This design comes from an exercise in tuning for small area on the open sky130 flow, not from production work.
Where RTL was checked, it was by simulation tests only, not by an equivalence proof against the original.

==> inputs of job 5452 <==
==> flow/design.v <==
`timescale 1ns/100ps
`default_nettype none
package usb_ctrl_pkg;
	typedef logic [7:0] req_byte_t;
	typedef struct packed {
		req_byte_t   bm_request_type;
		req_byte_t   b_request;
		logic [15:0] w_value;
		logic [15:0] w_index;
		logic [15:0] w_length;
	} setup_pkt_t;
	typedef enum logic [1:0] {kind_standard, kind_class, kind_other} req_kind_t;
	typedef enum logic [2:0] {
		reply_none,
		reply_descr,
		reply_config,
		reply_status,
		reply_probe
	} reply_src_t;
	typedef struct packed {
		logic        start;
		reply_src_t  src;
		req_byte_t   descr_type;
		req_byte_t   descr_index;
		logic [15:0] w_length;
	} reply_req_t;
	typedef struct packed {
		req_byte_t config_value;
		logic      u1_enable;
		logic      u2_enable;
		logic      ltm_enable;
		logic      remote_wakeup;
	} dev_state_t;
	typedef struct packed {
		logic        strobe;
		logic [15:0] num;
		logic [15:0] alt;
	} intf_sel_t;
	localparam req_byte_t req_get_status        = 8'h00;
	localparam req_byte_t req_set_feature       = 8'h03;
	localparam req_byte_t req_get_descriptor    = 8'h06;
	localparam req_byte_t req_get_configuration = 8'h08;
	localparam req_byte_t req_set_configuration = 8'h09;
	localparam req_byte_t req_set_interface     = 8'h0B;
	localparam req_byte_t req_set_cur      = 8'h01;
	localparam req_byte_t req_get_cur      = 8'h81;
	localparam req_byte_t vs_probe_control = 8'h01;
	localparam req_byte_t recipient_device = 8'h00;
	localparam logic [15:0] feat_remote_wakeup = 16'd0;
	localparam logic [15:0] feat_u1_enable     = 16'd48;
	localparam logic [15:0] feat_u2_enable     = 16'd49;
	localparam logic [15:0] feat_ltm_enable    = 16'd50;
	localparam req_byte_t descr_device = 8'd1;
	localparam req_byte_t descr_config = 8'd2;
	localparam req_byte_t descr_string = 8'd3;
	localparam req_byte_t descr_bos    = 8'd15;
endpackage
`default_nettype wire
`timescale 1ns/100ps
`default_nettype none
package ep0_buf_pkg;
	typedef logic [31:0] buf_word_t;
	typedef logic [10:0] pkt_len_t;
	typedef logic [15:0] xfer_len_t;
	typedef logic [3:0]  word_idx_t;
	typedef struct packed {
		buf_word_t data;
		logic      wren;
		logic      commit;
		pkt_len_t  commit_len;
	} in_buf_t;
	typedef struct packed {
		buf_word_t data;
		pkt_len_t  len;
		logic      has_data;
	} out_buf_t;
endpackage
`default_nettype wire
`timescale 1ns/100ps
`default_nettype none
module descr_rom (
	input  wire [4:0]  addr,
	output wire [31:0] data
);
	logic [31:0] mem [32];
	initial begin
		$readmemh("descr_rom.hex", mem);
	end
	assign data = mem[addr];
endmodule
`default_nettype wire
`timescale 1ns/100ps
`default_nettype none
module usb_ep0_ctrl (
	input  wire        clk,
	input  wire        rst_n,
	input  wire        request_active,
	input  wire [7:0]  setup_bm_request_type,
	input  wire [7:0]  setup_b_request,
	input  wire [15:0] setup_w_value,
	input  wire [15:0] setup_w_index,
	input  wire [15:0] setup_w_length,
	input  wire        in_ready,
	output wire [31:0] in_data,
	output wire        in_wren,
	output wire        in_commit,
	output wire [10:0] in_commit_len,
	input  wire [31:0] out_data,
	input  wire [10:0] out_len,
	input  wire        out_has_data,
	output wire        out_rden,
	output wire        out_ack,
	output logic [7:0] current_config_value,
	output logic       intf_strobe,
	output logic [15:0] intf_num,
	output logic [15:0] intf_alt
);
	localparam logic [1:0] src_descr = 2'd0;
	localparam logic [1:0] src_config = 2'd1;
	localparam logic [1:0] src_status = 2'd2;
	localparam logic [1:0] src_probe = 2'd3;
	wire is_std = setup_bm_request_type[6:5] == 2'b00;
	wire is_class = setup_bm_request_type[6:5] == 2'b01;
	wire probe_ctl = setup_w_value[15:8] == 8'h01;
	wire [7:0] breq = setup_b_request;
	logic       u1_enable, u2_enable, ltm_enable, remote_wakeup;
	logic       probe_arm;
	logic       has_src;
	logic [1:0] src_c;
	logic [5:0] nat_len;
	logic [4:0] base_c;
	always_comb begin
		has_src = 1'b0;
		src_c = src_descr;
		nat_len = '0;
		base_c = '0;
		if (is_std && breq == 8'h06) begin
			has_src = 1'b1;
			src_c = src_descr;
			case (setup_w_value[15:8])
				8'd1: begin base_c = 5'd0; nat_len = 6'(16'd18); end
				8'd2: begin base_c = 5'd5; nat_len = 6'(16'd25); end
				8'd3: begin
					case (setup_w_value[7:0])
						8'd0: begin base_c = 5'd12; nat_len = 6'(16'd4); end
						8'd1: begin base_c = 5'd13; nat_len = 6'(16'd10); end
						8'd2: begin base_c = 5'd16; nat_len = 6'(16'd10); end
						default: ;
					endcase
				end
				8'd15: begin base_c = 5'd19; nat_len = 6'(16'd22); end
				default: ;
			endcase
		end else if (is_std && breq == 8'h08) begin
			has_src = 1'b1;
			src_c = src_config;
			nat_len = 6'd1;
		end else if (is_std && breq == 8'h00) begin
			has_src = 1'b1;
			src_c = src_status;
			nat_len = 6'd2;
		end else if (is_class && probe_ctl && breq == 8'h81) begin
			has_src = 1'b1;
			src_c = src_probe;
			nat_len = 6'(16'd34);
		end
	end
	wire [5:0] clamp_c = (setup_w_length < 16'(nat_len)) ? setup_w_length[5:0] : nat_len;
	wire       go_c = request_active && has_src && clamp_c != '0;
	always_ff @(posedge clk or negedge rst_n) begin
		if (!rst_n) begin
			current_config_value <= '0;
			u1_enable <= 1'b0;
			u2_enable <= 1'b0;
			ltm_enable <= 1'b0;
			remote_wakeup <= 1'b0;
			intf_strobe <= 1'b0;
			intf_num <= '0;
			intf_alt <= '0;
			probe_arm <= 1'b0;
		end else begin
			intf_strobe <= 1'b0;
			probe_arm <= 1'b0;
			if (request_active) begin
				if (is_std && breq == 8'h09)
					current_config_value <= setup_w_value[7:0];
				if (is_std && breq == 8'h0B) begin
					intf_strobe <= 1'b1;
					intf_num <= setup_w_index;
					intf_alt <= setup_w_value;
				end
				if (is_std && breq == 8'h03 && setup_w_index[7:0] == 8'h00) begin
					case (setup_w_value)
						16'd48: u1_enable <= 1'b1;
						16'd49: u2_enable <= 1'b1;
						16'd50: ltm_enable <= 1'b1;
						16'd0: remote_wakeup <= setup_w_index[9];
						default: ;
					endcase
				end
				probe_arm <= is_class && probe_ctl && breq == 8'h01;
			end
		end
	end
	typedef enum logic [1:0] {st_idle, st_fetch, st_write, st_commit} state_t;
	state_t     state;
	logic       pend;       
	logic [1:0] src_q;
	logic [4:0] base_q;
	logic [5:0] remain;     
	logic [3:0] ptr;        
	wire wr_fire = state == st_write && in_ready;
	wire pkt_last = ptr[1:0] == 2'd3 || {2'b00, ptr[1:0], 2'b00} + 6'd4 >= remain;
	wire reply_done = remain <= 6'd16;
	wire idle_nxt = (state == st_idle && !pend) || (state == st_commit && reply_done);
	wire accept = go_c && idle_nxt;
	always_ff @(posedge clk or negedge rst_n) begin
		if (!rst_n) begin
			state <= st_idle;
			pend <= 1'b0;
		end else begin
			pend <= accept;
			case (state)
				st_idle: if (pend) state <= st_fetch;
				st_fetch: state <= st_write;
				st_write: if (wr_fire && pkt_last) state <= st_commit;
				st_commit: state <= reply_done ? st_idle : st_fetch;
				default: state <= st_idle;
			endcase
		end
	end
	always_ff @(posedge clk) begin
		if (accept) begin
			src_q <= src_c;
			base_q <= base_c;
			remain <= clamp_c;
		end else if (state == st_commit) begin
			remain[5:4] <= remain[5:4] - 2'd1;
		end
		if (pend)
			ptr <= '0;
		else if (wr_fire)
			ptr <= ptr + 4'd1;
	end
	logic [31:0] rom_data;
	logic [31:0] probe_word;
	descr_rom u_rom (
		.addr (base_q + 5'(ptr)),
		.data (rom_data)
	);
	always_comb begin
		case (src_q)
			src_descr: in_data_c = rom_data;
			src_config: in_data_c = {current_config_value, 24'h0};
			src_status: in_data_c = {3'b000, ltm_enable, u2_enable, u1_enable, remote_wakeup,
				1'b1, 24'h0};
			default: in_data_c = probe_word;
		endcase
	end
	logic [31:0] in_data_c;
	assign in_data = in_data_c;
	assign in_wren = wr_fire;
	assign in_commit = state == st_commit;
	assign in_commit_len = {6'd0, (remain > 6'd16) ? 5'd16 : remain[4:0]};
	logic       busy;
	logic [8:0] cnt;
	logic       p;
	logic       word_valid;
	logic [3:0] word_idx;
	wire len_wrap = out_len[10:2] == 9'h1FF && out_len[1:0] != 2'b00;
	assign out_rden = busy && (cnt != '0 || p);
	assign out_ack = busy && cnt == '0 && !p;
	always_ff @(posedge clk or negedge rst_n) begin
		if (!rst_n) begin
			busy <= 1'b0;
			cnt <= '0;
			p <= 1'b0;
			word_valid <= 1'b0;
			word_idx <= '0;
		end else begin
			word_valid <= out_rden;
			if (!busy) begin
				if (out_has_data) begin
					busy <= 1'b1;
					cnt <= len_wrap ? 9'd0 : out_len[10:2];
					p <= out_len[1:0] != 2'b00 && !len_wrap;
				end
			end else if (out_rden) begin
				if (p)
					p <= 1'b0;
				else
					cnt <= cnt - 9'd1;
			end else begin
				busy <= 1'b0;
			end
			if (!busy)
				word_idx <= '0;
			else if (word_valid)
				word_idx <= word_idx + 4'd1;
		end
	end
	logic       armed;
	logic       commit_q, commit_q2;
	logic       cur_valid;
	logic [9:0][31:0] sr;
	logic [8:0][31:0] cur;
	logic [8:0][31:0] rst_blk;
	assign rst_blk = {32'h0000_0000, 32'h7307_0000, 32'h0000_4059,
		32'h9900_D049, 32'h0000_00C6, 32'h0000_0000,
		32'h0000_0000, 32'h2A2C_0A00, 32'h0000_0101};
	always_ff @(posedge clk)
		sr <= {sr[8:0], out_data};
	always_ff @(posedge clk or negedge rst_n) begin
		if (!rst_n) begin
			armed <= 1'b0;
			commit_q <= 1'b0;
			commit_q2 <= 1'b0;
			cur_valid <= 1'b0;
		end else begin
			commit_q <= 1'b0;
			commit_q2 <= commit_q;
			if (probe_arm) begin
				armed <= 1'b1;
			end else if (armed && word_valid && word_idx == 4'd8) begin
				armed <= 1'b0;
				commit_q <= 1'b1;
			end
			if (commit_q2)
				cur_valid <= 1'b1;
		end
	end
	always_ff @(posedge clk)
		if (commit_q2)
			cur <= {sr[1], sr[2], sr[3], sr[4], sr[5], sr[6], sr[7], sr[8], sr[9]};
	assign probe_word = cur_valid ? (ptr[3] ? cur[8] : cur[ptr[2:0]]) :
		(ptr[3] ? rst_blk[8] : rst_blk[ptr[2:0]]);
endmodule
`default_nettype wire
==> flow/descr_rom.hex <==
// descriptor bytes, four per word, first byte in bits 31:24
12012003
EF020109
B404F100
00010102
00010000
09021900
010100C0
00090400
00000E01
00000724
01000100
00000000
04030904
0A035500
56004300
33000000
0A034300
41004D00
30000000
050F1600
02071002
00000000
0A100300
0E00010A
FF070000
00000000
00000000
00000000
00000000
00000000
00000000
00000000

==> flow/run.sh <==
#!/bin/bash
# synth_recipe.tcl (not shown) runs the flow's synth.tcl, then flattens the netlist and writes it again
# the make line also repeats each setting of config.mk as NAME=value (left out here)
make -C /OpenROAD-flow-scripts/flow DESIGN_CONFIG=/design/flow/config.mk WORK_HOME=/design/flow/orfs CLKGATE_MAP_FILE= SYNTH_SCRIPT=/design/flow/synth_recipe.tcl finish
==> flow/config.mk <==
export PLATFORM = sky130hd
export DESIGN_NAME = usb_ep0_ctrl
export DESIGN_NICKNAME = usb_ep0_ctrl
export VERILOG_FILES = /design/flow/design.v
export SDC_FILE = /design/flow/constraint.sdc
export NUM_CORES = 4
export LEC_CHECK = 0
export CAP_MARGIN = 20
export CORE_MARGIN = 2
export CORE_UTILIZATION = 40
export SLEW_MARGIN = 20
==> flow/constraint.sdc <==
create_clock -name core_clock -period 10.0 [get_ports {clk}]
set_input_delay 2.0000 -clock core_clock [delete_from_list [all_inputs] [get_ports {clk}]]
set_output_delay 2.0000 -clock core_clock [all_outputs]
set_load 0.01 [all_outputs]
==> inputs of job 7305, as changes to job 5452 <==
--- a/flow/design.v
+++ b/flow/design.v
@@ -334,4 +334,10 @@
 			cur <= {sr[1], sr[2], sr[3], sr[4], sr[5], sr[6], sr[7], sr[8], sr[9]};
-	assign probe_word = cur_valid ? (ptr[3] ? cur[8] : cur[ptr[2:0]]) :
-		(ptr[3] ? rst_blk[8] : rst_blk[ptr[2:0]]);
+	always_comb begin
+		probe_word = '0;
+		for (int k = 0; k < 9; k++)
+			if (cur_valid && (k == 8 ? ptr[3] : (!ptr[3] && ptr[2:0] == 3'(k))))
+				probe_word = probe_word | cur[k];
+		if (!cur_valid)
+			probe_word = ptr[3] ? rst_blk[8] : rst_blk[ptr[2:0]];
+	end
 endmodule
==> flow/flow/run.sh (new file) <==
#!/bin/bash
# The standard layout, with the port buffers made from the smallest
# buffer cell and a clock tree without dummy balancing loads.
set -euo pipefail
export BUFFER_PORTS_ARGS="-buffer_cell sky130_fd_sc_hd__buf_1"
export CTS_ARGS="-sink_clustering_enable -repair_clock_nets -dont_use_dummy_load -buf_list sky130_fd_sc_hd__clkbuf_4 -sink_clustering_size 12 -sink_clustering_max_diameter 40"
bash standard.sh > standard.log 2>&1
==> flow/standard.sh (new file) <==
#!/bin/bash
# synth_recipe.tcl (not shown) runs the flow's synth.tcl, then flattens the netlist and writes it again
# the make line also repeats each setting of config.mk as NAME=value (left out here)
make -C /OpenROAD-flow-scripts/flow DESIGN_CONFIG=/design/flow/config.mk WORK_HOME=/design/flow/orfs CLKGATE_MAP_FILE= SYNTH_SCRIPT=/design/flow/synth_recipe.tcl "${@:-finish}"
Settings changed: CORE_UTILIZATION 40 to 65, PLACE_DENSITY set to 0.75.
removed: flow/run.sh
==> inputs of job 3133, as changes to job 5452 <==
--- a/flow/design.v
+++ b/flow/design.v
@@ -334,4 +334,10 @@
 			cur <= {sr[1], sr[2], sr[3], sr[4], sr[5], sr[6], sr[7], sr[8], sr[9]};
-	assign probe_word = cur_valid ? (ptr[3] ? cur[8] : cur[ptr[2:0]]) :
-		(ptr[3] ? rst_blk[8] : rst_blk[ptr[2:0]]);
+	always_comb begin
+		probe_word = '0;
+		for (int k = 0; k < 9; k++)
+			if (cur_valid && (k == 8 ? ptr[3] : (!ptr[3] && ptr[2:0] == 3'(k))))
+				probe_word = probe_word | cur[k];
+		if (!cur_valid)
+			probe_word = ptr[3] ? rst_blk[8] : rst_blk[ptr[2:0]];
+	end
 endmodule
Settings changed: CTS_BUF_LIST set to sky130_fd_sc_hd__clkbuf_8, CTS_CLUSTER_DIAMETER set to 50, CTS_CLUSTER_SIZE set to 20.
==> inputs of job 1460, as changes to job 5452 <==
--- a/flow/design.v
+++ b/flow/design.v
@@ -334,4 +334,10 @@
 			cur <= {sr[1], sr[2], sr[3], sr[4], sr[5], sr[6], sr[7], sr[8], sr[9]};
-	assign probe_word = cur_valid ? (ptr[3] ? cur[8] : cur[ptr[2:0]]) :
-		(ptr[3] ? rst_blk[8] : rst_blk[ptr[2:0]]);
+	always_comb begin
+		probe_word = '0;
+		for (int k = 0; k < 9; k++)
+			if (cur_valid && (k == 8 ? ptr[3] : (!ptr[3] && ptr[2:0] == 3'(k))))
+				probe_word = probe_word | cur[k];
+		if (!cur_valid)
+			probe_word = ptr[3] ? rst_blk[8] : rst_blk[ptr[2:0]];
+	end
 endmodule
==> flow/flow/run.sh (new file) <==
#!/bin/bash
# The standard layout, with the port buffers made from the smallest
# buffer cell and a clock tree without dummy balancing loads.
set -euo pipefail
export BUFFER_PORTS_ARGS="-buffer_cell sky130_fd_sc_hd__buf_1"
export CTS_ARGS="-sink_clustering_enable -repair_clock_nets -dont_use_dummy_load -buf_list sky130_fd_sc_hd__clkbuf_16 -sink_clustering_size 40 -sink_clustering_max_diameter 60"
bash standard.sh > standard.log 2>&1
==> flow/standard.sh (new file) <==
#!/bin/bash
# synth_recipe.tcl (not shown) runs the flow's synth.tcl, then flattens the netlist and writes it again
# the make line also repeats each setting of config.mk as NAME=value (left out here)
make -C /OpenROAD-flow-scripts/flow DESIGN_CONFIG=/design/flow/config.mk WORK_HOME=/design/flow/orfs CLKGATE_MAP_FILE= SYNTH_SCRIPT=/design/flow/synth_recipe.tcl "${@:-finish}"
Settings changed: CORE_UTILIZATION 40 to 65, PLACE_DENSITY set to 0.75.
removed: flow/run.sh
==> qor summary <==
Number of buffers created by CTS: job 5452 71; job 7305 72; job 3133 56; job 1460 35
Met3 wire length: job 5452 2780 um; job 7305 3420 um; job 3133 3350 um; job 1460 3120 um
Result of the run: job 5452 no timing/DRC/antenna violations; job 7305 no timing/DRC/antenna violations; job 3133 no timing/DRC/antenna violations; job 1460 no timing/DRC/antenna violations
Transition at the pin with the smallest max-transition slack: job 5452 1.04 ns; job 7305 1.19 ns; job 3133 1.06 ns; job 1460 0.906 ns
Y dimension of the die: job 5452 244 um; job 7305 189 um; job 3133 240 um; job 1460 189 um
Post-Place Setup Slack: job 5452 3.19 ns; job 7305 3.72 ns; job 3133 3.13 ns; job 1460 3.72 ns
Total area of sequential cells: job 5452 17300 sq um; job 7305 17300 sq um; job 3133 17300 sq um; job 1460 17300 sq um
Post-Synth XOR/XNOR Area: job 5452 0.493%; job 7305 0.548%; job 3133 0.548%; job 1460 0.548%
Number of search-and-repair iterations in the first detailed-routing pass: job 5452 5; job 7305 8; job 3133 7; job 1460 7
Critical path's largest stage delay: job 5452 0.82 ns; job 7305 0.51 ns; job 3133 0.84 ns; job 1460 0.51 ns
Count of cell types in the netlist: job 5452 76; job 7305 75; job 3133 75; job 1460 75
Routed metal-1 wirelength: job 5452 21600 um; job 7305 18700 um; job 3133 22500 um; job 1460 18900 um
Reg-to-reg slack, setup: job 5452 6.43 ns; job 7305 7.15 ns; job 3133 7.17 ns; job 1460 7.16 ns
CLK BUF: job 5452 100; job 7305 72; job 3133 60; job 1460 35
Initial Utilization: job 5452 40.3%; job 7305 66.4%; job 3133 40.5%; job 1460 66.4%
First-pass GRT wire length: job 5452 71600 um; job 7305 68600 um; job 3133 74800 um; job 1460 68600 um
Reg-to-reg critical path endpoint: job 5452 state[1]; job 7305 state[0]; job 3133 state[0]; job 1460 state[0]
Fraction of met1 tracks used by global routing: job 5452 22.1%; job 7305 33.4%; job 3133 23.7%; job 1460 33.4%
Met2 track utilization from global routing: job 5452 24.0%; job 7305 41.1%; job 3133 27.1%; job 1460 42.3%
Only the layout flow was run in job 7305, job 3133 and job 1460; the RTL was not checked for function there.

afterwards: timing with drivers on the ports:
The flow's constraints put no driver on any port. The routed layouts listed below were extracted and timed again, unchanged, in two steps. Step 1: set_driving_cell puts a clkbuf_16 on clk and a buf_2 on each other input, an assumption about the parent block. Step 2, shift: input delay + t, output delay - t, t = (earliest + latest rising clock arrival at the registers) / 2. This alone moves slack from input paths to output paths. Slacks: ideal ports / drivers / drivers and shift; pairs: ideal ports / drivers.
run | t (ns) | setup slack, ns | hold WS [ns] | worst slew at a driven data input, ns | pins driven straight from the clock port
job 5452 | 0.650 | 3.165 / 3.107 / 3.163 | 0.325 / 0.325 / 0.325 | 0.08 | 1
job 7305 | 0.750 | 3.939 / 3.888 / 3.808 | 0.301 / 0.301 / 0.301 | 0.06 | 1
job 3133 | 0.726 | 3.483 / 3.431 / 3.322 | 0.326 / 0.326 / 0.326 | 0.06 | 1
job 1460 | 0.566 | 4.140 / 4.086 / 3.786 | 0.297 / 0.297 / 0.297 | 0.06 | 1
After both steps every run listed still meets setup and hold. For job 1460, which loses most, drivers alone change the setup slack by -0.054 ns; drivers and shift together by -0.354 ns.
